Source: an optimization exercise on an open RTL-to-GDS flow (aim: small area, a short achievable clock period and few clock cycles per item). Production flows keep margins and buffers that such runs may drop.
The RTL was checked by simulation tests, not by an equivalence proof against the original design.
Power figures rest on the tool's default switching activity, not on a simulated workload.

==> flow/design.v (outline; a module is shown in full before it is edited, if it fits) <==
// module bicubic_top: 1138 lines
module bicubic_top (
    input  wire        CLK,
    input  wire        RST,
    input  wire [6:0]  cfg_v0,
    input  wire [6:0]  cfg_h0,
    input  wire [4:0]  cfg_sw,
    input  wire [4:0]  cfg_sh,
    input  wire [5:0]  cfg_tw,
    input  wire [5:0]  cfg_th,
    output wire        src_rd_en,
    output wire [13:0] src_rd_addr,
    input  wire [7:0]  src_data,
    output wire        res_wr_en,
    output wire [9:0]  res_wr_addr,
    output wire [7:0]  res_wr_data,
    output logic       done
);
  // ...
==> flow/run.sh <==
#!/bin/bash
# synth_recipe.tcl (not shown) runs the flow's synth.tcl, then flattens the netlist and writes it again
# the make line also repeats each setting of config.mk as NAME=value (left out here)
make -C /OpenROAD-flow-scripts/flow DESIGN_CONFIG=/design/flow/config.mk WORK_HOME=/design/flow/orfs CLKGATE_MAP_FILE= SYNTH_SCRIPT=/design/flow/synth_recipe.tcl finish
==> flow/config.mk <==
export PLATFORM = sky130hd
export DESIGN_NAME = bicubic_top
export DESIGN_NICKNAME = bicubic_top
export VERILOG_FILES = /design/flow/design.v
export SDC_FILE = /design/flow/constraint.sdc
export NUM_CORES = 4
export LEC_CHECK = 0
export CAP_MARGIN = 20
export CORE_MARGIN = 2
export CORE_UTILIZATION = 40
export CTS_BUF_LIST = sky130_fd_sc_hd__clkbuf_16
export CTS_CLUSTER_DIAMETER = 80
export CTS_CLUSTER_SIZE = 24
export SLEW_MARGIN = 20
==> flow/constraint.sdc <==
create_clock -name core_clock -period 13.0 [get_ports {CLK}]
set_input_delay 2.6000 -clock core_clock [delete_from_list [all_inputs] [get_ports {CLK}]]
set_output_delay 2.6000 -clock core_clock [all_outputs]
set_load 0.01 [all_outputs]
==> impl_results.md, run 1 <==
- Final nets: 2,740
- Synth Flop Type: dfxtp_1
- CP max stage delay: 0.77 ns
- FF+latch count, synth: 309
- # rows: 87
- Critical path cell sequence: clkdlybuf4s50_1
- Worst min path class: register to register
- F_max: 0.217 GHz
- Status: no timing/DRC/antenna violations
- Reg2reg end: vacc_s[7]$_DFF_P_
- Total power: 1.88 mW
- Setup ws final: 8.39 ns
- Global route overflow: 0
- Final Max Slew Viols: 0
- Setup crit start kind: register
- Filler cell count: 5,325
- Routed vias: 16.2k
- Synthesized area: 22,700 um^2
- Sw frac: 0.239
- Most common cell after layout, fill and taps aside: inv_1
- Starting Density: 0.403
- Pwr dens: 75.2 nW/um^2
- Tcrit/Tclk final: 0.355
- Cell leakage power: 10.6 nW
- # Taps: 756
- FFs w/ async S/R, synth: 0.0939
- Top cell type's share of synthesized area: 0.196
- WP data required: 10.40 ns
- Commonest non-fill, non-tap cells in the layout: inv_1, nand2_1, fa_1, dfxtp_1, ha_1
- Non-Filler Instances: 3,112
- Clk slew on worst S/H paths: 0.10 ns
- Buffers, non-clock: 92
- H-tree depth: 1
- Worst Max-Slew Pin Slew: 0.963 ns
- CTS sink count: 309
- Routed wire length: 50.6 mm
Testbench counts, summed over its fixed seeds: cycles 89,169, pixels 20,672.
==> run 2, diff against run 1 <==
--- a/flow/design.v
+++ b/flow/design.v
@@ -275,17 +275,18 @@
                   : th16 ? 3'((6'(cfg_sh) + 6'd15) >> 4)
                   : {2'b00, |cfg_sh};
     logic       st;
     logic [1:0] ist;
     always_ff @(posedge CLK or posedge RST) begin
         if (RST) st <= 1'b1;
         else     st <= done;
     end
-    logic        rd_en;
+    logic        rd_en, rd_en_o;
+    logic        rend_q, cend_q;
     logic [13:0] rd_addr;
     logic [13:0] ctop;        
     logic        rd_act;
     logic [1:0]  rc;          
     logic [5:0]  rj;          
     logic        rjlast;      
     logic [5:0]  rows_m1;     
     logic [4:0]  rtx;         
@@ -294,70 +295,87 @@
     logic        cs1;         
     logic [2:0]  nrow;        
     logic [2:0]  pend;        
     logic [2:0]  dd1;         
     logic        shift;
     logic        row_end, col_end, job_end, credit;
     logic [7:0]  fx_sum;
     logic [13:0] aa, ab, asum;
-    assign row_end = (rc == 2'd3);
-    assign col_end = row_end && rjlast;
+    assign row_end = rend_q;
+    assign col_end = cend_q;
     assign job_end = col_end && (rtx == 5'd0);
     assign credit  = ({1'b0, nrow} <= {1'b0, pend} + {1'b0, dd1} + 4'd1);
     assign fx_sum  = {3'b000, cfx} + {1'b0, sx8_q};
     always_comb begin
         aa = rd_addr;
         ab = 14'd1;
         if (ist != 2'd0)  ab = ctop;
         else if (col_end) begin
             aa = ctop;
             ab = {11'd0, dixq};
         end else if (row_end) ab = 14'd97;
     end
     assign asum = aa + ab;
+    logic rd_en_nx;
+    always_comb begin
+        rd_en_nx = rd_en;
+        if (st)                rd_en_nx = 1'b0;
+        else if (ist != 2'd0)  rd_en_nx = (ist == 2'd3);
+        else if (rd_en) begin
+            if (job_end)       rd_en_nx = 1'b0;
+            else if (row_end)  rd_en_nx = credit;
+        end else               rd_en_nx = rd_act && credit;
+    end
     always_ff @(posedge CLK or posedge RST) begin
         if (RST) begin
-            ist    <= '0;
-            rd_en  <= 1'b0;
-            rd_act <= 1'b0;
-            rc     <= '0;
-            nrow   <= '0;
-            cs1    <= 1'b0;
+            ist     <= '0;
+            rd_en_o <= 1'b0;
+            rd_act  <= 1'b0;
+            rc      <= '0;
+            nrow    <= '0;
+            cs1     <= 1'b0;
         end else begin
+            rd_en_o <= rd_en_nx;
             cs1 <= rd_en && col_end && !job_end;
             if (st) begin
                 ist <= 2'd1;
             end else if (ist != 2'd0) begin
                 ist <= ist + 2'd1;
                 if (ist == 2'd3) begin
-                    rd_en  <= 1'b1;
                     rd_act <= 1'b1;
                     rc     <= '0;
                     nrow   <= 3'd1;
                 end
             end else if (rd_en) begin
                 rc <= rc + 2'd1;
                 if (job_end) begin
-                    rd_en  <= 1'b0;
                     rd_act <= 1'b0;
                     nrow   <= nrow - 3'(shift);
                 end else if (row_end) begin
-                    rd_en <= credit;
                     nrow  <= nrow + 3'(credit) - 3'(shift);
                 end else begin
                     nrow  <= nrow - 3'(shift);
                 end
             end else begin
-                rd_en <= rd_act && credit;
                 nrow  <= nrow + 3'(rd_act && credit) - 3'(shift);
             end
         end
     end
     always_ff @(posedge CLK) begin
+        rd_en <= rd_en_nx;
+        if (st || ist != 2'd0) begin
+            rend_q <= 1'b0;
+            cend_q <= 1'b0;
+        end else if (rd_en) begin
+            rend_q <= (rc == 2'd2);
+            cend_q <= (rc == 2'd2) && rjlast;
+        end
+    end
+    always_ff @(posedge CLK) begin
         dixq <= fx_sum[7:5];
         if (cs1) cfx <= fx_sum[4:0];
         if (st) begin
             rd_addr <= {8'({1'b0, cfg_v0} - 8'd2), 6'd27};
             ctop    <= {2'b00, cfg_v0, 5'd0};
             rows_m1 <= {3'b000, ceil_h};
             sx8_q   <= sx8;
             tw8_q   <= tw8;
@@ -386,17 +404,17 @@
                 rjlast <= 1'b0;
                 rtx  <= rtx - 5'd1;
             end else if (row_end) begin
                 rj     <= rj + 6'd1;
                 rjlast <= (rj + 6'd1 == rows_m1);
             end
         end
     end
-    assign src_rd_en   = rd_en;
+    assign src_rd_en   = rd_en_o;
     assign src_rd_addr = rd_addr;
     logic        va, vb, fin;
     logic [1:0]  mtap;        
     logic [7:0]  dq;          
     logic [8:0]  hw_q;        
     logic [17:0] acc_s, acc_c;
     logic        hneg, hfirst;
     logic [7:0]  hs;
@@ -622,16 +640,17 @@
         acc_c <= h_c;
     end
     logic [7:0]  hrow, hrow2;  
     logic [1:0]  hc;           
     logic        hv;
     assign hv = (hc != 2'd0);
     logic [7:0]  win0, win1, win2, win3;    
     logic        vact, vph, wst, wlast;
+    logic        vgate;       
     logic [4:0]  vty, vtx;
     logic [4:0]  fy, fyn;     
     logic [13:0] vw_q;        
     logic [17:0] vacc_s, vacc_c;
     logic        wr_en;
     logic [9:0]  wr_addr;
     logic [7:0]  wr_data;
     logic        vstart, last_row, next_last_row, vlast;
@@ -808,82 +827,82 @@
     wire vt_31 = (vw_q[3] & ~vy[2]) ^ (vw_q[4] & ~vy[1]);
     wire vt_32 = (vw_q[3] & ~vy[2]) & (vw_q[4] & ~vy[1]);
     wire vt_33 = vt_1 ^ (vw_q[7] & vx[4]) ^ (vw_q[8] & vx[3]);
     wire vt_34 = (vt_1 & (vw_q[7] & vx[4])) | (vt_1 & (vw_q[8] & vx[3])) | ((vw_q[7] & vx[4]) & (vw_q[8] & vx[3]));
     wire vt_35 = (vw_q[9] & vx[2]) ^ (vw_q[10] & vx[1]) ^ (vw_q[11] & vx[0]);
     wire vt_36 = ((vw_q[9] & vx[2]) & (vw_q[10] & vx[1])) | ((vw_q[9] & vx[2]) & (vw_q[11] & vx[0])) | ((vw_q[10] & vx[1]) & (vw_q[11] & vx[0]));
     wire vt_37 = (vw_q[0] & ~vy[6]) ^ (vw_q[1] & ~vy[5]) ^ (vw_q[2] & ~vy[4]);
     wire vt_38 = ((vw_q[0] & ~vy[6]) & (vw_q[1] & ~vy[5])) | ((vw_q[0] & ~vy[6]) & (vw_q[2] & ~vy[4])) | ((vw_q[1] & ~vy[5]) & (vw_q[2] & ~vy[4]));
-    wire vt_39 = (vw_q[3] & ~vy[3]) ^ (vw_q[4] & ~vy[2]) ^ (vacc_s[6] & vph);
-    wire vt_40 = ((vw_q[3] & ~vy[3]) & (vw_q[4] & ~vy[2])) | ((vw_q[3] & ~vy[3]) & (vacc_s[6] & vph)) | ((vw_q[4] & ~vy[2]) & (vacc_s[6] & vph));
+    wire vt_39 = (vw_q[3] & ~vy[3]) ^ (vw_q[4] & ~vy[2]) ^ (vacc_s[6] & vgate);
+    wire vt_40 = ((vw_q[3] & ~vy[3]) & (vw_q[4] & ~vy[2])) | ((vw_q[3] & ~vy[3]) & (vacc_s[6] & vgate)) | ((vw_q[4] & ~vy[2]) & (vacc_s[6] & vgate));
     wire vt_41 = vt_3 ^ vt_5 ^ (vw_q[11] & vx[1]);
     wire vt_42 = (vt_3 & vt_5) | (vt_3 & (vw_q[11] & vx[1])) | (vt_5 & (vw_q[11] & vx[1]));
     wire vt_43 = (vw_q[12] & vx[0]) ^ (vw_q[0] & ~vy[7]) ^ (vw_q[1] & ~vy[6]);
     wire vt_44 = ((vw_q[12] & vx[0]) & (vw_q[0] & ~vy[7])) | ((vw_q[12] & vx[0]) & (vw_q[1] & ~vy[6])) | ((vw_q[0] & ~vy[7]) & (vw_q[1] & ~vy[6]));
     wire vt_45 = (vw_q[2] & ~vy[5]) ^ (vw_q[3] & ~vy[4]) ^ (vw_q[4] & ~vy[3]);
     wire vt_46 = ((vw_q[2] & ~vy[5]) & (vw_q[3] & ~vy[4])) | ((vw_q[2] & ~vy[5]) & (vw_q[4] & ~vy[3])) | ((vw_q[3] & ~vy[4]) & (vw_q[4] & ~vy[3]));
-    wire vt_47 = (vacc_s[7] & vph) ^ (vacc_c[7] & vph) ^ ~vph;
-    wire vt_48 = ((vacc_s[7] & vph) & (vacc_c[7] & vph)) | ((vacc_s[7] & vph) & ~vph) | ((vacc_c[7] & vph) & ~vph);
+    wire vt_47 = (vacc_s[7] & vgate) ^ (vacc_c[7] & vgate) ^ ~vgate;
+    wire vt_48 = ((vacc_s[7] & vgate) & (vacc_c[7] & vgate)) | ((vacc_s[7] & vgate) & ~vgate) | ((vacc_c[7] & vgate) & ~vgate);
     wire vt_49 = vt_7 ^ vt_9 ^ vt_11;
     wire vt_50 = (vt_7 & vt_9) | (vt_7 & vt_11) | (vt_9 & vt_11);
     wire vt_51 = (vw_q[1] & ~vy[7]) ^ (vw_q[2] & ~vy[6]) ^ (vw_q[3] & ~vy[5]);
     wire vt_52 = ((vw_q[1] & ~vy[7]) & (vw_q[2] & ~vy[6])) | ((vw_q[1] & ~vy[7]) & (vw_q[3] & ~vy[5])) | ((vw_q[2] & ~vy[6]) & (vw_q[3] & ~vy[5]));
-    wire vt_53 = (vw_q[4] & ~vy[4]) ^ ~vw_q[0] ^ (vacc_s[8] & vph);
-    wire vt_54 = ((vw_q[4] & ~vy[4]) & ~vw_q[0]) | ((vw_q[4] & ~vy[4]) & (vacc_s[8] & vph)) | (~vw_q[0] & (vacc_s[8] & vph));
-    wire vt_55 = (vacc_c[8] & vph) ^ 1'b1 ^ vt_4;
-    wire vt_56 = ((vacc_c[8] & vph) & 1'b1) | ((vacc_c[8] & vph) & vt_4) | (1'b1 & vt_4);
+    wire vt_53 = (vw_q[4] & ~vy[4]) ^ ~vw_q[0] ^ (vacc_s[8] & vgate);
+    wire vt_54 = ((vw_q[4] & ~vy[4]) & ~vw_q[0]) | ((vw_q[4] & ~vy[4]) & (vacc_s[8] & vgate)) | (~vw_q[0] & (vacc_s[8] & vgate));
+    wire vt_55 = (vacc_c[8] & vgate) ^ 1'b1 ^ vt_4;
+    wire vt_56 = ((vacc_c[8] & vgate) & 1'b1) | ((vacc_c[8] & vgate) & vt_4) | (1'b1 & vt_4);
     wire vt_57 = vt_13 ^ vt_15 ^ (vw_q[12] & vx[2]);
     wire vt_58 = (vt_13 & vt_15) | (vt_13 & (vw_q[12] & vx[2])) | (vt_15 & (vw_q[12] & vx[2]));
     wire vt_59 = (vw_q[13] & vx[1]) ^ (vw_q[2] & ~vy[7]) ^ (vw_q[3] & ~vy[6]);
     wire vt_60 = ((vw_q[13] & vx[1]) & (vw_q[2] & ~vy[7])) | ((vw_q[13] & vx[1]) & (vw_q[3] & ~vy[6])) | ((vw_q[2] & ~vy[7]) & (vw_q[3] & ~vy[6]));
-    wire vt_61 = (vw_q[4] & ~vy[5]) ^ ~vw_q[1] ^ (vacc_s[9] & vph);
-    wire vt_62 = ((vw_q[4] & ~vy[5]) & ~vw_q[1]) | ((vw_q[4] & ~vy[5]) & (vacc_s[9] & vph)) | (~vw_q[1] & (vacc_s[9] & vph));
-    wire vt_63 = (vacc_c[9] & vph) ^ vt_8 ^ vt_10;
-    wire vt_64 = ((vacc_c[9] & vph) & vt_8) | ((vacc_c[9] & vph) & vt_10) | (vt_8 & vt_10);
+    wire vt_61 = (vw_q[4] & ~vy[5]) ^ ~vw_q[1] ^ (vacc_s[9] & vgate);
+    wire vt_62 = ((vw_q[4] & ~vy[5]) & ~vw_q[1]) | ((vw_q[4] & ~vy[5]) & (vacc_s[9] & vgate)) | (~vw_q[1] & (vacc_s[9] & vgate));
+    wire vt_63 = (vacc_c[9] & vgate) ^ vt_8 ^ vt_10;
+    wire vt_64 = ((vacc_c[9] & vgate) & vt_8) | ((vacc_c[9] & vgate) & vt_10) | (vt_8 & vt_10);
     wire vt_65 = (vw_q[8] & vx[7]) ^ (vw_q[9] & vx[6]) ^ (vw_q[10] & vx[5]);
     wire vt_66 = ((vw_q[8] & vx[7]) & (vw_q[9] & vx[6])) | ((vw_q[8] & vx[7]) & (vw_q[10] & vx[5])) | ((vw_q[9] & vx[6]) & (vw_q[10] & vx[5]));
     wire vt_67 = (vw_q[11] & vx[4]) ^ (vw_q[12] & vx[3]) ^ (vw_q[13] & vx[2]);
     wire vt_68 = ((vw_q[11] & vx[4]) & (vw_q[12] & vx[3])) | ((vw_q[11] & vx[4]) & (vw_q[13] & vx[2])) | ((vw_q[12] & vx[3]) & (vw_q[13] & vx[2]));
     wire vt_69 = (vw_q[3] & ~vy[7]) ^ (vw_q[4] & ~vy[6]) ^ ~vw_q[2];
     wire vt_70 = ((vw_q[3] & ~vy[7]) & (vw_q[4] & ~vy[6])) | ((vw_q[3] & ~vy[7]) & ~vw_q[2]) | ((vw_q[4] & ~vy[6]) & ~vw_q[2]);
-    wire vt_71 = (vacc_s[10] & vph) ^ (vacc_c[10] & vph) ^ vt_14;
-    wire vt_72 = ((vacc_s[10] & vph) & (vacc_c[10] & vph)) | ((vacc_s[10] & vph) & vt_14) | ((vacc_c[10] & vph) & vt_14);
+    wire vt_71 = (vacc_s[10] & vgate) ^ (vacc_c[10] & vgate) ^ vt_14;
+    wire vt_72 = ((vacc_s[10] & vgate) & (vacc_c[10] & vgate)) | ((vacc_s[10] & vgate) & vt_14) | ((vacc_c[10] & vgate) & vt_14);
     wire vt_73 = (vw_q[9] & vx[7]) ^ (vw_q[10] & vx[6]) ^ (vw_q[11] & vx[5]);
     wire vt_74 = ((vw_q[9] & vx[7]) & (vw_q[10] & vx[6])) | ((vw_q[9] & vx[7]) & (vw_q[11] & vx[5])) | ((vw_q[10] & vx[6]) & (vw_q[11] & vx[5]));
     wire vt_75 = (vw_q[12] & vx[4]) ^ (vw_q[13] & vx[3]) ^ (vw_q[4] & ~vy[7]);
     wire vt_76 = ((vw_q[12] & vx[4]) & (vw_q[13] & vx[3])) | ((vw_q[12] & vx[4]) & (vw_q[4] & ~vy[7])) | ((vw_q[13] & vx[3]) & (vw_q[4] & ~vy[7]));
     wire vt_77 = (vw_q[5] & vx[1]) ^ (vw_q[6] & vx[0]);
     wire vt_78 = (vw_q[5] & vx[1]) & (vw_q[6] & vx[0]);
     wire vt_79 = (vw_q[5] & vx[2]) ^ (vw_q[6] & vx[1]) ^ (vw_q[7] & vx[0]);
     wire vt_80 = ((vw_q[5] & vx[2]) & (vw_q[6] & vx[1])) | ((vw_q[5] & vx[2]) & (vw_q[7] & vx[0])) | ((vw_q[6] & vx[1]) & (vw_q[7] & vx[0]));
     wire vt_81 = (vw_q[0] & ~vy[2]) ^ (vw_q[1] & ~vy[1]) ^ (vw_q[2] & ~vy[0]);
     wire vt_82 = ((vw_q[0] & ~vy[2]) & (vw_q[1] & ~vy[1])) | ((vw_q[0] & ~vy[2]) & (vw_q[2] & ~vy[0])) | ((vw_q[1] & ~vy[1]) & (vw_q[2] & ~vy[0]));
     wire vt_83 = vt_17 ^ (vw_q[8] & vx[0]) ^ (vw_q[0] & ~vy[3]);
     wire vt_84 = (vt_17 & (vw_q[8] & vx[0])) | (vt_17 & (vw_q[0] & ~vy[3])) | ((vw_q[8] & vx[0]) & (vw_q[0] & ~vy[3]));
     wire vt_85 = (vw_q[1] & ~vy[2]) ^ (vw_q[2] & ~vy[1]) ^ (vw_q[3] & ~vy[0]);
     wire vt_86 = ((vw_q[1] & ~vy[2]) & (vw_q[2] & ~vy[1])) | ((vw_q[1] & ~vy[2]) & (vw_q[3] & ~vy[0])) | ((vw_q[2] & ~vy[1]) & (vw_q[3] & ~vy[0]));
-    wire vt_87 = vw_q[3] ^ (vacc_s[3] & vph);
-    wire vt_88 = vw_q[3] & (vacc_s[3] & vph);
+    wire vt_87 = vw_q[3] ^ (vacc_s[3] & vgate);
+    wire vt_88 = vw_q[3] & (vacc_s[3] & vgate);
     wire vt_89 = vt_19 ^ vt_21 ^ vt_23;
     wire vt_90 = (vt_19 & vt_21) | (vt_19 & vt_23) | (vt_21 & vt_23);
     wire vt_91 = (vw_q[3] & ~vy[1]) ^ (vw_q[4] & ~vy[0]) ^ vw_q[4];
     wire vt_92 = ((vw_q[3] & ~vy[1]) & (vw_q[4] & ~vy[0])) | ((vw_q[3] & ~vy[1]) & vw_q[4]) | ((vw_q[4] & ~vy[0]) & vw_q[4]);
-    wire vt_93 = (vacc_s[4] & vph) ^ (vacc_c[4] & vph) ^ vt_18;
-    wire vt_94 = ((vacc_s[4] & vph) & (vacc_c[4] & vph)) | ((vacc_s[4] & vph) & vt_18) | ((vacc_c[4] & vph) & vt_18);
+    wire vt_93 = (vacc_s[4] & vgate) ^ (vacc_c[4] & vgate) ^ vt_18;
+    wire vt_94 = ((vacc_s[4] & vgate) & (vacc_c[4] & vgate)) | ((vacc_s[4] & vgate) & vt_18) | ((vacc_c[4] & vgate) & vt_18);
     wire vt_95 = vt_25 ^ vt_27 ^ vt_29;
     wire vt_96 = (vt_25 & vt_27) | (vt_25 & vt_29) | (vt_27 & vt_29);
-    wire vt_97 = vt_31 ^ (vacc_s[5] & vph) ^ (vacc_c[5] & vph);
-    wire vt_98 = (vt_31 & (vacc_s[5] & vph)) | (vt_31 & (vacc_c[5] & vph)) | ((vacc_s[5] & vph) & (vacc_c[5] & vph));
+    wire vt_97 = vt_31 ^ (vacc_s[5] & vgate) ^ (vacc_c[5] & vgate);
+    wire vt_98 = (vt_31 & (vacc_s[5] & vgate)) | (vt_31 & (vacc_c[5] & vgate)) | ((vacc_s[5] & vgate) & (vacc_c[5] & vgate));
     wire vt_99 = vt_20 ^ vt_22 ^ vt_24;
     wire vt_100 = (vt_20 & vt_22) | (vt_20 & vt_24) | (vt_22 & vt_24);
     wire vt_101 = vt_33 ^ vt_35 ^ vt_37;
     wire vt_102 = (vt_33 & vt_35) | (vt_33 & vt_37) | (vt_35 & vt_37);
-    wire vt_103 = vt_39 ^ (vacc_c[6] & vph) ^ vt_26;
-    wire vt_104 = (vt_39 & (vacc_c[6] & vph)) | (vt_39 & vt_26) | ((vacc_c[6] & vph) & vt_26);
+    wire vt_103 = vt_39 ^ (vacc_c[6] & vgate) ^ vt_26;
+    wire vt_104 = (vt_39 & (vacc_c[6] & vgate)) | (vt_39 & vt_26) | ((vacc_c[6] & vgate) & vt_26);
     wire vt_105 = vt_28 ^ vt_30 ^ vt_32;
     wire vt_106 = (vt_28 & vt_30) | (vt_28 & vt_32) | (vt_30 & vt_32);
     wire vt_107 = vt_41 ^ vt_43 ^ vt_45;
     wire vt_108 = (vt_41 & vt_43) | (vt_41 & vt_45) | (vt_43 & vt_45);
     wire vt_109 = vt_47 ^ vt_2 ^ vt_34;
     wire vt_110 = (vt_47 & vt_2) | (vt_47 & vt_34) | (vt_2 & vt_34);
     wire vt_111 = vt_36 ^ vt_38 ^ vt_40;
     wire vt_112 = (vt_36 & vt_38) | (vt_36 & vt_40) | (vt_38 & vt_40);
@@ -902,46 +921,46 @@
     wire vt_125 = vt_65 ^ vt_67 ^ vt_69;
     wire vt_126 = (vt_65 & vt_67) | (vt_65 & vt_69) | (vt_67 & vt_69);
     wire vt_127 = vt_71 ^ vt_16 ^ vt_58;
     wire vt_128 = (vt_71 & vt_16) | (vt_71 & vt_58) | (vt_16 & vt_58);
     wire vt_129 = vt_60 ^ vt_62 ^ vt_64;
     wire vt_130 = (vt_60 & vt_62) | (vt_60 & vt_64) | (vt_62 & vt_64);
     wire vt_131 = vt_73 ^ vt_75 ^ ~vw_q[3];
     wire vt_132 = (vt_73 & vt_75) | (vt_73 & ~vw_q[3]) | (vt_75 & ~vw_q[3]);
-    wire vt_133 = (vacc_s[11] & vph) ^ (vacc_c[11] & vph) ^ vt_66;
-    wire vt_134 = ((vacc_s[11] & vph) & (vacc_c[11] & vph)) | ((vacc_s[11] & vph) & vt_66) | ((vacc_c[11] & vph) & vt_66);
+    wire vt_133 = (vacc_s[11] & vgate) ^ (vacc_c[11] & vgate) ^ vt_66;
+    wire vt_134 = ((vacc_s[11] & vgate) & (vacc_c[11] & vgate)) | ((vacc_s[11] & vgate) & vt_66) | ((vacc_c[11] & vgate) & vt_66);
     wire vt_135 = vt_68 ^ vt_70 ^ vt_72;
     wire vt_136 = (vt_68 & vt_70) | (vt_68 & vt_72) | (vt_70 & vt_72);
     wire vt_137 = (vw_q[10] & vx[7]) ^ (vw_q[11] & vx[6]) ^ (vw_q[12] & vx[5]);
     wire vt_138 = ((vw_q[10] & vx[7]) & (vw_q[11] & vx[6])) | ((vw_q[10] & vx[7]) & (vw_q[12] & vx[5])) | ((vw_q[11] & vx[6]) & (vw_q[12] & vx[5]));
-    wire vt_139 = (vw_q[13] & vx[4]) ^ ~vw_q[4] ^ (vacc_s[12] & vph);
-    wire vt_140 = ((vw_q[13] & vx[4]) & ~vw_q[4]) | ((vw_q[13] & vx[4]) & (vacc_s[12] & vph)) | (~vw_q[4] & (vacc_s[12] & vph));
-    wire vt_141 = (vacc_c[12] & vph) ^ vt_74 ^ vt_76;
-    wire vt_142 = ((vacc_c[12] & vph) & vt_74) | ((vacc_c[12] & vph) & vt_76) | (vt_74 & vt_76);
+    wire vt_139 = (vw_q[13] & vx[4]) ^ ~vw_q[4] ^ (vacc_s[12] & vgate);
+    wire vt_140 = ((vw_q[13] & vx[4]) & ~vw_q[4]) | ((vw_q[13] & vx[4]) & (vacc_s[12] & vgate)) | (~vw_q[4] & (vacc_s[12] & vgate));
+    wire vt_141 = (vacc_c[12] & vgate) ^ vt_74 ^ vt_76;
+    wire vt_142 = ((vacc_c[12] & vgate) & vt_74) | ((vacc_c[12] & vgate) & vt_76) | (vt_74 & vt_76);
     wire vt_143 = (vw_q[11] & vx[7]) ^ (vw_q[12] & vx[6]) ^ (vw_q[13] & vx[5]);
     wire vt_144 = ((vw_q[11] & vx[7]) & (vw_q[12] & vx[6])) | ((vw_q[11] & vx[7]) & (vw_q[13] & vx[5])) | ((vw_q[12] & vx[6]) & (vw_q[13] & vx[5]));
-    wire vt_145 = (vacc_s[13] & vph) ^ (vacc_c[13] & vph);
-    wire vt_146 = (vacc_s[13] & vph) & (vacc_c[13] & vph);
+    wire vt_145 = (vacc_s[13] & vgate) ^ (vacc_c[13] & vgate);
+    wire vt_146 = (vacc_s[13] & vgate) & (vacc_c[13] & vgate);
     wire vt_147 = (vw_q[12] & vx[7]) ^ (vw_q[13] & vx[6]);
     wire vt_148 = (vw_q[12] & vx[7]) & (vw_q[13] & vx[6]);
     wire vt_149 = (vw_q[5] & vx[0]) ^ (vw_q[0] & ~vy[0]);
     wire vt_150 = (vw_q[5] & vx[0]) & (vw_q[0] & ~vy[0]);
     wire vt_151 = vt_77 ^ (vw_q[0] & ~vy[1]) ^ (vw_q[1] & ~vy[0]);
     wire vt_152 = (vt_77 & (vw_q[0] & ~vy[1])) | (vt_77 & (vw_q[1] & ~vy[0])) | ((vw_q[0] & ~vy[1]) & (vw_q[1] & ~vy[0]));
-    wire vt_153 = vw_q[1] ^ (vacc_s[1] & vph);
-    wire vt_154 = vw_q[1] & (vacc_s[1] & vph);
+    wire vt_153 = vw_q[1] ^ (vacc_s[1] & vgate);
+    wire vt_154 = vw_q[1] & (vacc_s[1] & vgate);
     wire vt_155 = vt_79 ^ vt_81 ^ vw_q[2];
     wire vt_156 = (vt_79 & vt_81) | (vt_79 & vw_q[2]) | (vt_81 & vw_q[2]);
-    wire vt_157 = (vacc_s[2] & vph) ^ (vacc_c[2] & vph) ^ vt_78;
-    wire vt_158 = ((vacc_s[2] & vph) & (vacc_c[2] & vph)) | ((vacc_s[2] & vph) & vt_78) | ((vacc_c[2] & vph) & vt_78);
+    wire vt_157 = (vacc_s[2] & vgate) ^ (vacc_c[2] & vgate) ^ vt_78;
+    wire vt_158 = ((vacc_s[2] & vgate) & (vacc_c[2] & vgate)) | ((vacc_s[2] & vgate) & vt_78) | ((vacc_c[2] & vgate) & vt_78);
     wire vt_159 = vt_83 ^ vt_85 ^ vt_87;
     wire vt_160 = (vt_83 & vt_85) | (vt_83 & vt_87) | (vt_85 & vt_87);
-    wire vt_161 = (vacc_c[3] & vph) ^ vt_80 ^ vt_82;
-    wire vt_162 = ((vacc_c[3] & vph) & vt_80) | ((vacc_c[3] & vph) & vt_82) | (vt_80 & vt_82);
+    wire vt_161 = (vacc_c[3] & vgate) ^ vt_80 ^ vt_82;
+    wire vt_162 = ((vacc_c[3] & vgate) & vt_80) | ((vacc_c[3] & vgate) & vt_82) | (vt_80 & vt_82);
     wire vt_163 = vt_89 ^ vt_91 ^ vt_93;
     wire vt_164 = (vt_89 & vt_91) | (vt_89 & vt_93) | (vt_91 & vt_93);
     wire vt_165 = vt_84 ^ vt_86 ^ vt_88;
     wire vt_166 = (vt_84 & vt_86) | (vt_84 & vt_88) | (vt_86 & vt_88);
     wire vt_167 = vt_95 ^ vt_97 ^ vt_99;
     wire vt_168 = (vt_95 & vt_97) | (vt_95 & vt_99) | (vt_97 & vt_99);
     wire vt_169 = vt_90 ^ vt_92 ^ vt_94;
     wire vt_170 = (vt_90 & vt_92) | (vt_90 & vt_94) | (vt_92 & vt_94);
@@ -972,30 +991,30 @@
     wire vt_195 = vt_137 ^ vt_139 ^ vt_141;
     wire vt_196 = (vt_137 & vt_139) | (vt_137 & vt_141) | (vt_139 & vt_141);
     wire vt_197 = vt_132 ^ vt_134 ^ vt_136;
     wire vt_198 = (vt_132 & vt_134) | (vt_132 & vt_136) | (vt_134 & vt_136);
     wire vt_199 = vt_143 ^ vt_145 ^ 1'b1;
     wire vt_200 = (vt_143 & vt_145) | (vt_143 & 1'b1) | (vt_145 & 1'b1);
     wire vt_201 = vt_138 ^ vt_140 ^ vt_142;
     wire vt_202 = (vt_138 & vt_140) | (vt_138 & vt_142) | (vt_140 & vt_142);
-    wire vt_203 = vt_147 ^ (vacc_s[14] & vph) ^ (vacc_c[14] & vph);
-    wire vt_204 = (vt_147 & (vacc_s[14] & vph)) | (vt_147 & (vacc_c[14] & vph)) | ((vacc_s[14] & vph) & (vacc_c[14] & vph));
+    wire vt_203 = vt_147 ^ (vacc_s[14] & vgate) ^ (vacc_c[14] & vgate);
+    wire vt_204 = (vt_147 & (vacc_s[14] & vgate)) | (vt_147 & (vacc_c[14] & vgate)) | ((vacc_s[14] & vgate) & (vacc_c[14] & vgate));
     wire vt_205 = 1'b1 ^ vt_144 ^ vt_146;
     wire vt_206 = (1'b1 & vt_144) | (1'b1 & vt_146) | (vt_144 & vt_146);
-    wire vt_207 = (vw_q[13] & vx[7]) ^ (vacc_s[15] & vph) ^ (vacc_c[15] & vph);
-    wire vt_208 = ((vw_q[13] & vx[7]) & (vacc_s[15] & vph)) | ((vw_q[13] & vx[7]) & (vacc_c[15] & vph)) | ((vacc_s[15] & vph) & (vacc_c[15] & vph));
+    wire vt_207 = (vw_q[13] & vx[7]) ^ (vacc_s[15] & vgate) ^ (vacc_c[15] & vgate);
+    wire vt_208 = ((vw_q[13] & vx[7]) & (vacc_s[15] & vgate)) | ((vw_q[13] & vx[7]) & (vacc_c[15] & vgate)) | ((vacc_s[15] & vgate) & (vacc_c[15] & vgate));
     wire vt_209 = 1'b1 ^ vt_148;
     wire vt_210 = 1'b1 & vt_148;
-    wire vt_211 = (vacc_s[16] & vph) ^ (vacc_c[16] & vph);
-    wire vt_212 = (vacc_s[16] & vph) & (vacc_c[16] & vph);
+    wire vt_211 = (vacc_s[16] & vgate) ^ (vacc_c[16] & vgate);
+    wire vt_212 = (vacc_s[16] & vgate) & (vacc_c[16] & vgate);
     wire vt_213 = vt_149 ^ vw_q[0];
     wire vt_214 = vt_149 & vw_q[0];
-    wire vt_215 = vt_151 ^ vt_153 ^ (vacc_c[1] & vph);
-    wire vt_216 = (vt_151 & vt_153) | (vt_151 & (vacc_c[1] & vph)) | (vt_153 & (vacc_c[1] & vph));
+    wire vt_215 = vt_151 ^ vt_153 ^ (vacc_c[1] & vgate);
+    wire vt_216 = (vt_151 & vt_153) | (vt_151 & (vacc_c[1] & vgate)) | (vt_153 & (vacc_c[1] & vgate));
     wire vt_217 = vt_155 ^ vt_157 ^ vt_152;
     wire vt_218 = (vt_155 & vt_157) | (vt_155 & vt_152) | (vt_157 & vt_152);
     wire vt_219 = vt_159 ^ vt_161 ^ vt_156;
     wire vt_220 = (vt_159 & vt_161) | (vt_159 & vt_156) | (vt_161 & vt_156);
     wire vt_221 = vt_163 ^ vt_165 ^ vt_160;
     wire vt_222 = (vt_163 & vt_165) | (vt_163 & vt_160) | (vt_165 & vt_160);
     wire vt_223 = vt_167 ^ vt_169 ^ vt_164;
     wire vt_224 = (vt_167 & vt_169) | (vt_167 & vt_164) | (vt_169 & vt_164);
@@ -1016,20 +1035,20 @@
     wire vt_239 = vt_199 ^ vt_201 ^ vt_196;
     wire vt_240 = (vt_199 & vt_201) | (vt_199 & vt_196) | (vt_201 & vt_196);
     wire vt_241 = vt_203 ^ vt_205 ^ vt_200;
     wire vt_242 = (vt_203 & vt_205) | (vt_203 & vt_200) | (vt_205 & vt_200);
     wire vt_243 = vt_207 ^ vt_209 ^ vt_204;
     wire vt_244 = (vt_207 & vt_209) | (vt_207 & vt_204) | (vt_209 & vt_204);
     wire vt_245 = vt_211 ^ 1'b1 ^ vt_208;
     wire vt_246 = (vt_211 & 1'b1) | (vt_211 & vt_208) | (1'b1 & vt_208);
-    wire vt_247 = (vacc_s[17] & vph) ^ (vacc_c[17] & vph) ^ 1'b1;
-    wire vt_248 = ((vacc_s[17] & vph) & (vacc_c[17] & vph)) | ((vacc_s[17] & vph) & 1'b1) | ((vacc_c[17] & vph) & 1'b1);
-    wire vt_249 = vt_213 ^ (vacc_s[0] & vph);
-    wire vt_250 = vt_213 & (vacc_s[0] & vph);
+    wire vt_247 = (vacc_s[17] & vgate) ^ (vacc_c[17] & vgate) ^ 1'b1;
+    wire vt_248 = ((vacc_s[17] & vgate) & (vacc_c[17] & vgate)) | ((vacc_s[17] & vgate) & 1'b1) | ((vacc_c[17] & vgate) & 1'b1);
+    wire vt_249 = vt_213 ^ (vacc_s[0] & vgate);
+    wire vt_250 = vt_213 & (vacc_s[0] & vgate);
     wire vt_251 = vt_215 ^ vt_150 ^ vt_214;
     wire vt_252 = (vt_215 & vt_150) | (vt_215 & vt_214) | (vt_150 & vt_214);
     wire vt_253 = vt_217 ^ vt_154 ^ vt_216;
     wire vt_254 = (vt_217 & vt_154) | (vt_217 & vt_216) | (vt_154 & vt_216);
     wire vt_255 = vt_219 ^ vt_158 ^ vt_218;
     wire vt_256 = (vt_219 & vt_158) | (vt_219 & vt_218) | (vt_158 & vt_218);
     wire vt_257 = vt_221 ^ vt_162 ^ vt_220;
     wire vt_258 = (vt_221 & vt_162) | (vt_221 & vt_220) | (vt_162 & vt_220);
@@ -1055,17 +1074,17 @@
     wire vt_278 = (vt_241 & vt_202) | (vt_241 & vt_240) | (vt_202 & vt_240);
     wire vt_279 = vt_243 ^ vt_206 ^ vt_242;
     wire vt_280 = (vt_243 & vt_206) | (vt_243 & vt_242) | (vt_206 & vt_242);
     wire vt_281 = vt_245 ^ vt_210 ^ vt_244;
     wire vt_282 = (vt_245 & vt_210) | (vt_245 & vt_244) | (vt_210 & vt_244);
     wire vt_283 = vt_247 ^ vt_212 ^ vt_246;
     wire vt_284 = (vt_247 & vt_212) | (vt_247 & vt_246) | (vt_212 & vt_246);
     assign v_s = {vt_283, vt_281, vt_279, vt_277, vt_275, vt_273, vt_271, vt_269, vt_267, vt_265, vt_263, vt_261, vt_259, vt_257, vt_255, vt_253, vt_251, vt_249};
-    assign v_c = {vt_282, vt_280, vt_278, vt_276, vt_274, vt_272, vt_270, vt_268, vt_266, vt_264, vt_262, vt_260, vt_258, vt_256, vt_254, vt_252, vt_250, (vacc_c[0] & vph)};
+    assign v_c = {vt_282, vt_280, vt_278, vt_276, vt_274, vt_272, vt_270, vt_268, vt_266, vt_264, vt_262, vt_260, vt_258, vt_256, vt_254, vt_252, vt_250, (vacc_c[0] & vgate)};
     always_ff @(posedge CLK or posedge RST) begin
         if (RST) begin
             hc    <= '0;
             vact  <= 1'b0;
             vph   <= 1'b0;
             pend  <= '0;
             dd1   <= '0;
             wst   <= 1'b0;
@@ -1099,17 +1118,18 @@
         end
         if (shift && hc == 2'd2) hrow <= hrow2;
         if (shift) begin
             win0 <= win1;
             win1 <= win2;
             win2 <= win3;
             win3 <= hrow;
         end
-        vw_q <= vw_d;
+        vw_q  <= vw_d;
+        vgate <= vstart;    
         if (vstart) begin
             vx <= win2;
             vy <= win3;
         end else begin
             vx <= shift ? win2 : win1;
             vy <= shift ? win1 : win0;
         end
         vacc_s <= v_s;
==> flow/config.mk (replaced) <==
export PLATFORM = sky130hd
export DESIGN_NAME = bicubic_top
export DESIGN_NICKNAME = bicubic_top
export VERILOG_FILES = /design/flow/design.v
export SDC_FILE = /design/flow/constraint.sdc
export NUM_CORES = 4
export LEC_CHECK = 0
export CAP_MARGIN = 20
export CORE_MARGIN = 2
export CORE_UTILIZATION = 40
export CTS_BUF_LIST = sky130_fd_sc_hd__clkbuf_16
export CTS_CLUSTER_DIAMETER = 70
export CTS_CLUSTER_SIZE = 28
export SLEW_MARGIN = 20
==> run 2 against run 1 <==
Still clean on timing, DRC and antenna. Global-route usage increased by 0.18 points. Via count is 1.1% higher. Final cell count rose by 0.77%. Routed wire length increased by 0.30%. Final area grew 0.99%. First-iteration DRC count up 34%. Sequential cell count is 4 higher. Highest routed layer unchanged. Non-clock buffer count shrank 5.
==> impl_results.md, run 2 <==
- Final Critical Period: 4.20 ns
- Hold Crit Start: va$_DFF_PP0_
- # Post-CTS Setup Buffers: 0
- Routed wire length: 50.8 mm (+0.30%)
- Cts bufs inserted: 29
- # DRC: 0
- Clock latency (worst-skew pair): 0.61 ns
- F_max: 0.238 GHz (+9.9%)
- Worst Max-Slew Pin Slew: 0.986 ns (+0.0224 ns)
- # rows: 87 (unchanged)
- TritonCTS clock tree: done
- Share of cells above drive strength 1: 0.0567
- DR WL/cell: 16.2 um
- Post-DRT Antenna Nets: 0
- Final setup fails: 0
- WP data required: 10.40 ns (about the same)
- Commonest cells in the netlist: inv_1, nand2_1, fa_1
- Synthesized area: 22,900 um^2 (+0.84%)
- Area delta synth->final: 10.4%
- Library cells used by synthesis: 84
- Crit path max fanout: 4
- Maximum clock path buffer count: 3
- Detailed Routing Iterations Pass 1: 6
- Final Max Slew Viols: 0 (unchanged)
- Post-synthesis sequential area ratio: 0.322
- Post-Syn Area per Cell: 9.71 um^2
- Global route overflow: 0 (unchanged)
- I/O pin cnt: 81
- Cell leakage power: 10.8 nW (+1.6%)
- Die ar.: 59,200 um^2
- Clk slew on worst S/H paths: 0.10 ns (about the same)
- RR Startpoint: vw_q[8]$_DFF_P_
- IO buf count: 72
- CP endpoint kind: output port
- Vias per Instance: 5.21
- Synth warnings: 1
- Setup TNS: 0 ns
- Synth top area cells: fa_1, dfxtp_1, edfxtp_1
- Skew final: 0.0444 ns
- H-tree depth: 1 (unchanged)
- Peak VDD IR: 0.103 mV
- Critical path class: register to output port
- CP max stage delay: 0.56 ns (-0.21 ns)
- FFs w/ async S/R, synth: 0.0927 (-0.00120)
- EDFF count, synth: 95
- MaxCap Viol Count: 0
- Slowest CP cell: clkdlybuf4s50_1
- Post_cts resized: 0
- Mapped Cells: 2,358
- Tcrit/Tclk final: 0.323 (-0.0318)
- Area leader, netlist: fa_1
- Most common cell after layout, fill and taps aside: inv_1
- Gp weighted congestion: 0.886
- Die height: 243 um
- DRT iter0 DRCs: 1,268
- FF+latch count, synth: 313 (+1.3%)
- Core area: 56,500 um^2
- Worst min path class: register to register
- CP startpoint: rd_addr[13]$_DFFE_PP_
- Critical path cell sequence: clkdlybuf4s50_1
- Initial antenna violation count: 0
- Number of global-route vias before repair: 16.9k
- Syn nets: 2,760
- Setup crit start kind: register
- Synth Flop Type: dfxtp_1
- Hold Buf Count CTS: 0
- Max-Slew Margin vs Limit: 0.341
- Routed vias: 16.3k (+1.1%)
- Global-route wire length before repair: 86.3 mm
- Largest net degree at the start of global routing: 59
- Fin. Hold Viols: 0
- Diode count: 0
- CTS sink count: 313 (+1.3%)
- Final Core Density: 0.447
- Placed wire-length estimate: 37.7 mm
- Final nets: 2,759 (+0.69%)
- Commonest non-fill, non-tap cells in the layout: inv_1, nand2_1, fa_1, dfxtp_1, nor2_1
- Cell with the most instances after synthesis: inv_1
- Filler cell count: 5,346 (+0.39%)
- Pwr dens: 83.4 nW/um^2 (+11%)
- Total GRT Usage: 0.174
- Die Wd: 243 um
- Bufs and invs on worst path: 1
- Worst EP arrival: 1.60 ns
- Root buffer cell: clkbuf_16
- CP top delay family: buffers and inverters
- RSZ-0062 raised after global routing: no
- Top cell type's share of synthesized area: 0.194 (-0.00163)
- Starting Density: 0.405 (+0.00181)
- Status: no timing/DRC/antenna violations
run 2: cell count changes after synthesis, sizes merged, moves of 7 or more:
cell / change
o22ai: -8
buf: +7
o31ai: +8
nand2: -16
nor2: +46
a31oi: -19
run 2: final timing paths:
kind,end,depth (start not counted),slack [ns]
max,src_rd_addr[13],1,8.80
min,vb$_DFF_PP0_,0,0.36
max reg2reg,vacc_s[7]$_DFF_P_,12,8.85
min reg2reg,vb$_DFF_PP0_,0,0.36
max in group asynchronous,st$_DFF_PP1_,3,10.25
min in group asynchronous,mtap[1]$_DFF_PP0_,3,2.37
run 2: logic make-up (layout without fill, tap and decap cells):
group                    count (synthesis)  count (layout)  share of synthesized area
AO/OA/AOI/OAI                          436             436                      0.124
XOR/XNOR                                82              82                     0.0317
adder cells (fa/ha/maj)                356             356                      0.267
buffers and inverters                  375             397                     0.0638
AND/OR/NAND/NOR                        703             703                      0.148
flip-flops                             313             313                      0.322
multiplexers                            93              93                     0.0436
run 2: layer usage:
layer | GRT usage | wire [um] | vias to the layer above
li1 | - | - | 7890
met1 | 0.233 | 23100 | 8060
met2 | 0.300 | 24800 | 321
met3 | 0.0181 | 1810 | 69
met4 | 0.0435 | 1130 | 0
met5 | 0 | 0 | -
run 2: where the power goes:
group          internal [mW]  leakage (nW)  total (mW)  switching [mW]
Combinational         0.0586          7.48       0.121          0.0626
Sequential              1.02          2.76        1.03          0.0147
Clock                  0.461         0.531       0.952           0.491
run 2: through the flow:
step | setup WS (ns) | area [um^2] | total power, mW | instances | hold WS, ns
floorplan | 8.98 | 22900 | 1.13 | 2358 | 0.331
global placement | 8.39 | 24200 | 1.17 | 3082 | 0.337
detailed placement | 8.31 | 24200 | 1.18 | 3082 | 0.342
CTS | 8.74 | 25300 | 2.14 | 3136 | 0.365
global route | 8.68 | 25300 | 2.19 | 3136 | 0.374
finish | 8.80 | 25300 | 2.11 | 3136 | 0.361
run 2: area by class of cell:
cell class	count	area, um^2	area share
Inverter	256	962	0.0381
Clock buffer	29	726	0.0287
Sequential cell	313	7370	0.292
Multi-Input combinational cell	1670	14100	0.557
Clock inverter	25	359	0.0142
Timing Repair Buffer	87	833	0.0330
Tap cell	756	946	0.0374
Testbench counts of run 2, summed over its fixed seeds: cycles 89,169, pixels 20,672.
==> run 3, diff against run 2 <==
--- a/flow/config.mk
+++ b/flow/config.mk
@@ -10,5 +10,2 @@
 export CORE_UTILIZATION = 40
-export CTS_BUF_LIST = sky130_fd_sc_hd__clkbuf_16
-export CTS_CLUSTER_DIAMETER = 70
-export CTS_CLUSTER_SIZE = 28
 export SLEW_MARGIN = 20
==> run 3 against run 2 <==
Final area is 1.1% higher. Hold slack worse by 0.0095 ns. Register-to-register slack barely moved. Clock skew fell by 0.0057 ns. Total power increased by 9.1%. Synthesized area unchanged. Combinational power about the same. Clock power up about 20%. Die area stayed put. Critical path type unchanged. Maximum frequency grew 0.58%.
==> impl_results.md, run 3 <==
- Hold Crit Start: va$_DFF_PP0_
- Post-DRT Antenna Nets: 0 (unchanged)
- Routed vias: 16.5k (+0.78%)
- Worst Max-Slew Pin Slew: 1.00 ns (+0.0189 ns)
- Die ar.: 59,200 um^2 (unchanged)
- Pwr dens: 90.0 nW/um^2 (+7.9%)
- Detailed Routing Iterations Pass 1: 6 (unchanged)
- Tcrit/Tclk final: 0.321 (-0.00187)
- Post-synthesis sequential area ratio: 0.322 (unchanged)
- CTS sink count: 313 (unchanged)
- Worst EP arrival: 1.57 ns (-0.03 ns)
- Most common cell after layout, fill and taps aside: inv_1
- Number of global-route vias before repair: 17.1k (+1.1%)
- Vias per Instance: 5.22 (+0.21%)
- Number of cells after detailed placement: 3,082 (unchanged)
- Global route overflow: 0 (unchanged)
- F_max: 0.240 GHz (+0.58%)
- Routed wire length: 51.5 mm (+1.4%)
- Hold depth: 0 (unchanged)
- Maximum clock path buffer count: 3 (unchanged)
- Diode count: 0 (unchanged)
- Clock latency (worst-skew pair): 0.59 ns (-0.02 ns)
- Die height: 243 um (unchanged)
- Skew final: 0.0387 ns (-0.00565 ns)
- Synth warnings: 1 (unchanged)
- Synth Flop Type: dfxtp_1
- EDFF count, synth: 95 (unchanged)
- Non-Filler Instances: 3,154 (+0.57%)
- Setup crit start kind: register
- Bufs and invs on worst path: 1 (unchanged)
- Reg2reg end: vacc_s[7]$_DFF_P_
- CP max stage delay: 0.61 ns (+0.05 ns)
- FFs w/ async S/R, synth: 0.0927 (unchanged)
- # Post-CTS Setup Buffers: 0 (unchanged)
- DR WL/cell: 16.3 um (+0.78%)
- Final Critical Period: 4.17 ns (-0.0243 ns)
- Die Wd: 243 um (unchanged)
- Crit path max fanout: 2 (-2)
- Global-route wire length before repair: 87.0 mm (+0.88%)
- Fin. Hold Viols: 0 (unchanged)
- Max-Slew Margin vs Limit: 0.329 (-0.0126)
- FF+latch count, synth: 313 (unchanged)
- CP endpoint kind: output port
- DRT iter0 DRCs: 1,332 (+5.0%)
- Starting Density: 0.405 (unchanged)
- I/O pin cnt: 81 (unchanged)
- Root buffer cell: clkbuf_16
- CP top delay family: buffers and inverters
- Post_cts resized: 0 (unchanged)
- Area delta synth->final: 11.6%
- Worst Reg-to-Reg Cells: 12 (unchanged)
- Sink of the worst hold path: vb$_DFF_PP0_
- Final setup fails: 0 (unchanged)
- # DRC: 0 (unchanged)
- Library cells used by synthesis: 84 (unchanged)
- Mapped Cells: 2,358 (unchanged)
- Final nets: 2,769 (+0.36%)
- Syn nets: 2,760 (unchanged)
- Setup TNS: 0 ns (unchanged)
- Status: no timing/DRC/antenna violations
- Post-Syn Area per Cell: 9.71 um^2 (unchanged)
- IO buf count: 72 (unchanged)
- Top cell type's share of synthesized area: 0.194 (unchanged)
- Cts bufs inserted: 39 (+34%)
- Synth top area cells: fa_1, dfxtp_1, edfxtp_1
- Core area: 56,500 um^2 (unchanged)
- # rows: 87 (unchanged)
- Gp weighted congestion: 0.886 (unchanged)
- Peak VDD IR: 0.0892 mV (-14%)
- Final Max Slew Viols: 0 (unchanged)
- WP data required: 10.40 ns (about the same)
- TritonCTS clock tree: done
- Total GRT Usage: 0.177 (+0.00302)
- Placed wire-length estimate: 37.7 mm (unchanged)
- Cell leakage power: 10.9 nW (+1.1%)
- Slowest CP cell: clkdlybuf4s50_1
- Critical path cell sequence: clkdlybuf4s50_1
- H-tree depth: 2 (+1)
- Largest net degree at the start of global routing: 59 (unchanged)
- Clk slew on worst S/H paths: 0.06 ns (-0.04 ns)
- Reg2reg setup slack: 8.84 ns (about the same)
- RR Startpoint: vw_q[8]$_DFF_P_
- Area leader, netlist: fa_1
- Hold Buf Count CTS: 0 (unchanged)
- Filler cell count: 5,327 (-0.36%)
- Critical path class: register to output port
- Commonest non-fill, non-tap cells in the layout: inv_1, nand2_1, fa_1, dfxtp_1, nor2_1
- Synthesized area: 22,900 um^2 (unchanged)
- MaxCap Viol Count: 0 (unchanged)
- RSZ-0062 raised after global routing: no
- Cell with the most instances after synthesis: inv_1
- Initial antenna violation count: 0 (unchanged)
- Commonest cells in the netlist: inv_1, nand2_1, fa_1
- Share of cells above drive strength 1: 0.0596 (+0.00291)
- Worst min path class: register to register
[run 3: cell counts after synthesis]
Identical to the previous run, type by type.
[run 3: cell type report]
| cell class | count | area (um^2) | area share |
|---|---|---|---|
| Multi-Input combinational cell | 1670 | 14100 | 0.551 |
| Tap cell | 756 | 946 | 0.0370 |
| Clock buffer | 56 | 1080 | 0.0423 |
| Clock inverter | 16 | 279 | 0.0109 |
| Timing Repair Buffer | 87 | 833 | 0.0326 |
| Sequential cell | 313 | 7370 | 0.288 |
| Inverter | 256 | 962 | 0.0377 |
[run 3: metrics by stage]
step | setup WS [ns] | hold WS [ns] | instance area, um^2 | power (mW) | utilization
after floorplan | 8.98 | 0.331 | 22900 | 1.13 | -
after global placement | 8.39 | 0.337 | 24200 | 1.17 | 0.428
after detailed placement | 8.31 | 0.342 | 24200 | 1.18 | 0.428
after CTS | 8.77 | 0.356 | 25500 | 2.33 | 0.452
after global routing | 8.70 | 0.362 | 25500 | 2.39 | 0.452
final | 8.83 | 0.352 | 25500 | 2.30 | 0.452
[run 3: power by group]
group / internal, mW / switching [mW]
Clock: 0.688 / 0.452
Combinational: 0.0589 / 0.0635
Sequential: 1.02 / 0.0148
Total: 1.77 / 0.531
[run 3: worst max-delay path by stage]
stage                               start                   end  slack, ns  depth (start not counted)
after floorplan             vx[4]$_DFF_P_     vacc_s[7]$_DFF_P_       8.98                         13
after global placement          cfg_sh[0]  rows_m1[0]$_DFFE_PP_       8.39                          9
after detailed placement        cfg_sh[0]  rows_m1[0]$_DFFE_PP_       8.31                          9
after CTS                  done$_DFF_PP0_                  done       8.77                          1
after global routing      vw_q[8]$_DFF_P_     vacc_s[7]$_DFF_P_       8.70                         12
final                      done$_DFF_PP0_                  done       8.83                          1
[run 3: worst reg2reg max path: stages, from the launching register on]
cell and delay, ns:
dfxtp_1 0.51, nand2_1 0.14, fa_1 0.55, inv_1 0.05, fa_1 0.50, inv_1 0.06
fa_1 0.54, inv_1 0.06, fa_1 0.53, inv_1 0.05, fa_1 0.52, inv_1 0.05
fa_1 0.45
[run 3: cell families (layout without fill, tap and decap cells)]
family          count (synthesis)  in the layout  synth area share
compound gates                436            436             0.124
mux                            93             93            0.0436
xor+xnor                       82             82            0.0317
fa+ha+maj                     356            356             0.267
buf+inv                       375            415            0.0638
simple gates                  703            703             0.148
flops                         313            313             0.322
[run 3: metal layers]
| layer | wire length (um) | global-route usage |
|---|---|---|
| met1 | 23100 | 0.235 |
| met2 | 25200 | 0.301 |
| met3 | 2270 | 0.0276 |
| met4 | 902 | 0.0419 |
| met5 | 0 | 0 |
==> run 4, diff against run 3 <==
--- a/flow/config.mk
+++ b/flow/config.mk
@@ -9,3 +9,6 @@
 export CORE_MARGIN = 2
-export CORE_UTILIZATION = 40
+export CORE_UTILIZATION = 60
+export CTS_BUF_LIST = sky130_fd_sc_hd__clkbuf_16
+export CTS_CLUSTER_DIAMETER = 80
+export CTS_CLUSTER_SIZE = 24
 export SLEW_MARGIN = 20
==> run 4 against run 3 <==
Still clean on timing, DRC and antenna. Register-to-register slack worse by 0.03 ns. First-iteration DRC count down 13%. Hold slack improved by 0.014 ns. Global-route usage increased by 8.8 points. Synthesized area stayed put. Clock power decreased by 29%.
==> impl_results.md, run 4 <==
- Status: no timing/DRC/antenna violations
- Synthesized area: 22,900 um^2 (unchanged)
- # Post-CTS Setup Buffers: 0 (unchanged)
- Die ar.: 39,700 um^2 (-33%)
- Pwr dens: 79.4 nW/um^2 (-12%)
- Clk slew on worst S/H paths: 0.09 ns (+0.03 ns)
- Synth warnings: 1 (unchanged)
- TritonCTS clock tree: done
- Non-Filler Instances: 2,881 (-8.7%)
- Clock latency (worst-skew pair): 0.57 ns (-0.02 ns)
- Worst Reg-to-Reg Cells: 12 (unchanged)
- Final Max Slew Viols: 0 (unchanged)
- Commonest non-fill, non-tap cells in the layout: inv_1, nand2_1, fa_1, dfxtp_1, nor2_1
- I/O pin cnt: 81 (unchanged)
- # rows: 71 (-18%)
- Skew final: 0.0179 ns (-0.0209 ns)
- Total power: 1.96 mW (-14%)
- WP data required: 13.50 ns (+3.10 ns)
- Register area: 7370 um^2 (unchanged)
- Worst EP arrival: 4.69 ns (+3.12 ns)
- Post-synthesis sequential area ratio: 0.322 (unchanged)
- Synth top area cells: fa_1, dfxtp_1, edfxtp_1
- Number of global-route vias before repair: 16.8k (-1.6%)
- Post_cts resized: 0 (unchanged)
- Max-Slew Margin vs Limit: 0.331 (+0.00227)
- Final setup fails: 0 (unchanged)
- Cts bufs inserted: 24 (-38%)
- # DRC: 0 (unchanged)
- Worst min path class: register to register
- Synth Flop Type: dfxtp_1
- Routed wire length: 50.2 mm (-2.3%)
- Detailed Routing Iterations Pass 1: 5 (-1)
- EDFF count, synth: 95 (unchanged)
- H-tree depth: 1 (-1)
- IO buf count: 72 (unchanged)
- FF+latch count, synth: 313 (unchanged)
- Routed vias: 16.6k (+0.56%)
- CP max stage delay: 0.59 ns (-0.02 ns)
- Gp weighted congestion: 0.889 (+0.33%)
- Final Critical Period: 4.19 ns (+0.0162 ns)
- Crit path max fanout: 9 (+7)
- Global-route wire length before repair: 84.5 mm (-2.9%)
- Largest net degree at the start of global routing: 55 (-6.8%)
- Area delta synth->final: 8.08%
- Diode count: 0 (unchanged)
- Area leader, netlist: fa_1
- Die height: 199 um (-18%)
- CP endpoint kind: register
- Starting Density: 0.609 (+0.204)
- Syn nets: 2,760 (unchanged)
- Post-DRT Antenna Nets: 0 (unchanged)
- Tcrit/Tclk final: 0.322 (+0.00125)
- Filler cell count: 3,148 (-41%)
- Die Wd: 199 um (-18%)
- Worst Max-Slew Pin Slew: 1.00 ns (-0.00339 ns)
- Peak VDD IR: 0.0985 mV (+10%)
- Share of cells above drive strength 1: 0.0536 (-0.00605)
- Final Core Density: 0.658 (+0.206)
- Fin. Hold Viols: 0 (unchanged)
- Root buffer cell: clkbuf_16
- MaxCap Viol Count: 0 (unchanged)
- Placed wire-length estimate: 36.7 mm (-2.6%)
- RSZ-0062 raised after global routing: no
- Number of cells after detailed placement: 2,837 (-7.9%)
- DRT iter0 DRCs: 1,160 (-13%)
- Min Hold Slack: 0.365 ns (+0.0138 ns)
- Final nets: 2,754 (-0.54%)
- Bufs and invs on worst path: 5 (+4)
- Cell with the most instances after synthesis: inv_1
- Setup crit start kind: register
- CP dominant cell by count: fa_1
- CP top delay family: adder cells
- Core area: 37,600 um^2 (-33%)
- Hold Buf Count CTS: 0 (unchanged)
- Critical path cell sequence: nand2_1 -> fa_1 -> inv_1 -> fa_1 -> inv_1 -> fa_1 -> inv_1 -> fa_1 -> inv_1 -> fa_1 -> inv_1 -> fa_1
- CTS sink count: 313 (unchanged)
- Most common cell after layout, fill and taps aside: inv_1
- Cell leakage power: 10.7 nW (-2.1%)
- Library cells used by synthesis: 84 (unchanged)
- Setup TNS: 0 ns (unchanged)
- Initial antenna violation count: 0 (unchanged)
- Global route overflow: 0 (unchanged)
- Top cell type's share of synthesized area: 0.194 (unchanged)
- Mapped Cells: 2,358 (unchanged)
- Hold depth: 0 (unchanged)
- Vias per Instance: 5.75 (+10%)
- CP Depth: 12 (+11)
- Slowest CP cell: dfxtp_1
- Critical path class: register to register
- Commonest cells in the netlist: inv_1, nand2_1, fa_1
- Total GRT Usage: 0.264 (+0.0876)
- Footprint of the multi-input gates: 14,100 um^2 (about the same)
- Post-Syn Area per Cell: 9.71 um^2 (unchanged)
- FFs w/ async S/R, synth: 0.0927 (unchanged)
- Maximum clock path buffer count: 3 (unchanged)
- F_max: 0.239 GHz (-0.39%)
- DR WL/cell: 17.4 um (+6.9%)
run 4: cell count changes in the layout (fill, tap and decap cells not counted), moves of 5 or more:
cell / change
clkbuf_1: -13
bufinv_16: -5
clkbuf_16: -14
clkinv_8: +5
inv_12: +5
run 4: area by class of cell:
class                      instances  area share
sequential                       313       0.298
inverter                         256      0.0389
clock buffer                      25      0.0253
multi-input combinational       1670       0.569
clock inverter                    19     0.00976
timing repair buffer              87      0.0337
tap                              511      0.0258
run 4: per-stage QoR:
stage	instance area (um^2)	worst slack (ns)
finish	24700	8.81
global route	24700	8.68
CTS	24700	8.81
detailed placement	23900	8.23
global placement	23900	8.37
floorplan	22900	8.98
run 4: kinds of logic after synthesis:
kind of cell / after synthesis / synth area share
mux: 93 / 0.0436
xor+xnor: 82 / 0.0317
fa+ha+maj: 356 / 0.267
simple gates: 703 / 0.148
flops: 313 / 0.322
buf+inv: 375 / 0.0638
compound gates: 436 / 0.124
run 4: worst reg2reg max path, cell delays in order, from the launching register on:
cell and delay (ns):
dfxtp_1 0.59, nand2_1 0.14, fa_1 0.52, inv_1 0.05
fa_1 0.50, inv_1 0.05, fa_1 0.52, inv_1 0.05
fa_1 0.53, inv_1 0.06, fa_1 0.53, inv_1 0.06
fa_1 0.52
run 4: final timing paths:
| path | endpoint | slack [ns] | from |
|---|---|---|---|
| setup / recovery | vacc_s[7]$_DFF_P_ | 8.81 | vx[3]$_DFF_P_ |
| hold / removal | vb$_DFF_PP0_ | 0.37 | va$_DFF_PP0_ |
| setup reg to reg | vacc_s[7]$_DFF_P_ | 8.81 | vx[3]$_DFF_P_ |
| hold reg to reg | vb$_DFF_PP0_ | 0.37 | va$_DFF_PP0_ |
| max in group asynchronous | st$_DFF_PP1_ | 10.25 | RST |
| min in group asynchronous | wr_en$_DFF_PP0_ | 2.42 | RST |
run 4: metal layers:
metal  vias to the layer above  part of all wire  GRT usage
li1                       7872                 -          -
met1                      8145              0.45      0.369
met2                       460              0.48      0.440
met3                        83             0.048     0.0322
met4                         0             0.023     0.0647
met5                         -                 0          0
run 4: where the power goes:
group	switching (mW)	internal [mW]	leakage [nW]
registers	0.0150	1.02	2.76
logic	0.0647	0.0591	7.48
clock network	0.423	0.384	0.426
==> run 5, diff against run 4 <==
--- a/flow/config.mk
+++ b/flow/config.mk
@@ -7,5 +7,6 @@
 export LEC_CHECK = 0
+export ABC_AREA = 1
 export CAP_MARGIN = 20
 export CORE_MARGIN = 2
-export CORE_UTILIZATION = 60
+export CORE_UTILIZATION = 40
 export CTS_BUF_LIST = sky130_fd_sc_hd__clkbuf_16
==> run 5 against run 4 <==
Register-to-register slack lost 0.40 ns. Hold slack got worse by 0.0047 ns. Critical path type unchanged. Synthesized cell count rose by 22%. Routed wire length up 6.8%. Highest routed layer unchanged. Final cell count rose by 28%. Clock skew increased by 0.015 ns. Non-clock buffer count fell by 5. Via count rose by 9.1%. Setup slack got worse by 0.40 ns.
==> impl_results.md, run 5 <==
- Number of global-route vias before repair: 18.5k (+9.9%)
- Post-synthesis sequential area ratio: 0.316 (-0.00531)
- Commonest cells in the netlist: nand2_1, inv_1, fa_1
- Clk network pwr share: 0.475 (+0.064)
- Library cells used by synthesis: 59 (-30%)
- Routed vias: 18.1k (+9.1%)
- Synthesized area: 23,300 um^2 (+1.7%)
- Die Wd: 245 um (+23%)
- Post_cts resized: 0 (unchanged)
- Most common cell after layout, fill and taps aside: nand2_1
- Skew final: 0.0324 ns (+0.0145 ns)
- Critical path cell sequence: inv_1 -> ha_1 -> nand2_1 -> o21ai_0 -> ha_1 -> inv_1 -> fa_1 -> inv_1 -> nand3_1 -> nand3_1 -> nand2_1 -> nand2_1 -> nand2_1 -> nand2_1 -> nand2_1 -> nand3_1 -> nand2_1
- MaxCap Viol Count: 0 (unchanged)
- Area delta synth->final: 10.1%
- Post-Syn Area per Cell: 8.06 um^2 (-17%)
- Hold Buf Count CTS: 0 (unchanged)
- Clk slew on worst S/H paths: 0.09 ns (about the same)
- Sw Pwr: 528 uW (+5.0%)
- Top Usage Layer GRT: met2
- CP max stage delay: 0.86 ns (+0.27 ns)
- Met2 GRT Util: 0.315 (-0.125)
- EDFF count, synth: 95 (unchanged)
- Commonest non-fill, non-tap cells in the layout: nand2_1, inv_1, fa_1, dfxtp_1, nor2_1
- DRT iter0 DRCs: 1,221 (+5.3%)
- # DRC: 0 (unchanged)
- CP startpoint: ist[0]$_DFFE_PP0P_
- Cts bufs inserted: 28 (+17%)
- Maximum clock path buffer count: 3 (unchanged)
- Combinational share of power: 0.023 (-0.040)
- Root buffer cell: clkbuf_16
- Status: no timing/DRC/antenna violations
- Die ar.: 60,100 um^2 (+51%)
- Global-route wire length before repair: 91.2 mm (+7.9%)
- F_max: 0.218 GHz (-8.6%)
- Pwr dens: 78.7 nW/um^2 (-0.92%)
- Share of cells above drive strength 1: 0.0381 (-0.0155)
- Placed wire-length estimate: 40.8 mm (+11%)
- Cell leakage power: 12.7 nW (+19%)
- FFs w/ async S/R, synth: 0.0927 (unchanged)
- Slowest CP cell: nand2_1
- Setup TNS: 0 ns (unchanged)
- Initial antenna violation count: 0 (unchanged)
- # Post-CTS Setup Buffers: 0 (unchanged)
- Detailed Routing Iterations Pass 1: 5 (unchanged)
- Clock latency (worst-skew pair): 0.60 ns (+0.03 ns)
- Top cell type's share of synthesized area: 0.191 (-0.00320)
- Starting Density: 0.404 (-0.205)
- CP top delay family: simple AND/OR/NAND/NOR gates
- RR Startpoint: ist[0]$_DFFE_PP0P_
- Fin. Hold Viols: 0 (unchanged)
- Register area: 7360 um^2 (about the same)
- Synth Flop Type: dfxtp_1
- RSZ-0062 raised after global routing: no
- P_int: 1.49 mW (+1.8%)
- Final setup fails: 0 (unchanged)
- Area leader, netlist: fa_1
- Met3 usage: 0.0248 (-0.00742)
- Total power: 2.02 mW (+2.6%)
- I/O pin cnt: 81 (unchanged)
- Max-Slew Margin vs Limit: 0.283 (-0.0480)
- Peak VDD IR: 0.0951 mV (-3.5%)
- Routed wire length: 53.6 mm (+6.8%)
- Final Max Slew Viols: 0 (unchanged)
- TritonCTS clock tree: done
- Diode count: 0 (unchanged)
- Syn nets: 3,290 (+19%)
- Global route overflow: 0 (unchanged)
- Total GRT Usage: 0.182 (-0.0818)
- Reg power frac: 0.502 (-0.024)
- Vias per Instance: 4.91 (-15%)
- Die height: 245 um (+23%)
==> run 5: cell count changes after synthesis, moves of 20 or more <==
cell	delta
a211oi_1	-22
a21o_1	-21
and2_1	-114
clkbuf_1	-20
inv_1	+293
mux2_2	-51
mux2i_1	-41
nand2_1	+532
nand2b_1	-34
nand3_1	+112
nor2b_1	-46
xnor2_1	-20
==> run 5: final cells by class <==
cell class | instances | share of cell area
multi-input cells | 1910 | 0.519
flip-flops and latches | 313 | 0.287
inverters | 558 | 0.0820
well taps | 765 | 0.0374
repair buffers | 82 | 0.0315
clock buffers | 29 | 0.0283
clock inverters | 23 | 0.0141
==> run 5: power by group through the flow <==
stage / Clock (mW) / Combinational [mW] / Sequential (mW)
after floorplan: 0 / 0.0283 / 1.03
after global placement: 0 / 0.0463 / 1.03
after detailed placement: 0 / 0.0475 / 1.03
after CTS: 0.987 / 0.0478 / 1.01
after global routing: 1.02 / 0.0542 / 1.01
final: 0.958 / 0.0471 / 1.01
==> run 5: final timing paths <==
kind                                         endpoint  slack, ns  depth (start not counted)
worst max-delay path            rd_addr[12]$_DFFE_PP_       8.42                         17
worst min register to register           vb$_DFF_PP0_       0.36                          0
worst min-delay path                     vb$_DFF_PP0_       0.36                          0
min in group asynchronous           rd_en_o$_DFF_PP0_       2.39                          3
worst max register to register  rd_addr[12]$_DFFE_PP_       8.42                         17
max in group asynchronous                st$_DFF_PP1_      10.22                          3
==> run 5: worst reg2reg max path, stage by stage (launching register included) <==
cell	delay, ns
dfrtp_1	0.43
inv_1	0.10
ha_1	0.83
nand2_1	0.86
o21ai_0	0.41
ha_1	0.27
inv_1	0.08
fa_1	0.47
inv_1	0.10
nand3_1	0.07
nand3_1	0.14
nand2_1	0.12
nand2_1	0.10
nand2_1	0.09
nand2_1	0.07
nand2_1	0.06
nand3_1	0.06
nand2_1	0.06
==> run 5: per-stage QoR <==
step                       util  hold slack (ns)  instances  setup slack (ns)
after CTS                 0.445            0.362       3679              8.47
final                     0.445            0.361       3680              8.42
after detailed placement  0.426            0.342       3627              8.47
after global placement    0.426            0.341       3627              8.58
after floorplan               -            0.331       2888              8.96
after global routing      0.445            0.377       3680              7.99
==> run 5: metal layers <==
| layer | share of wire | up-vias |
|---|---|---|
| met2 | 0.48 | 438 |
| li1 | - | 8943 |
| met4 | 0.022 | 0 |
| met5 | 0 | - |
| met1 | 0.45 | 8607 |
| met3 | 0.045 | 83 |
==> run 5: cells by family after synthesis <==
kind of cell | share of synthesized area
and+or+nand+nor | 0.206
buffers and inverters | 0.112
adders and majority gates | 0.263
AOI/OAI and AO/OA | 0.0810
DFF | 0.316
xor gates and xnor gates | 0.0217
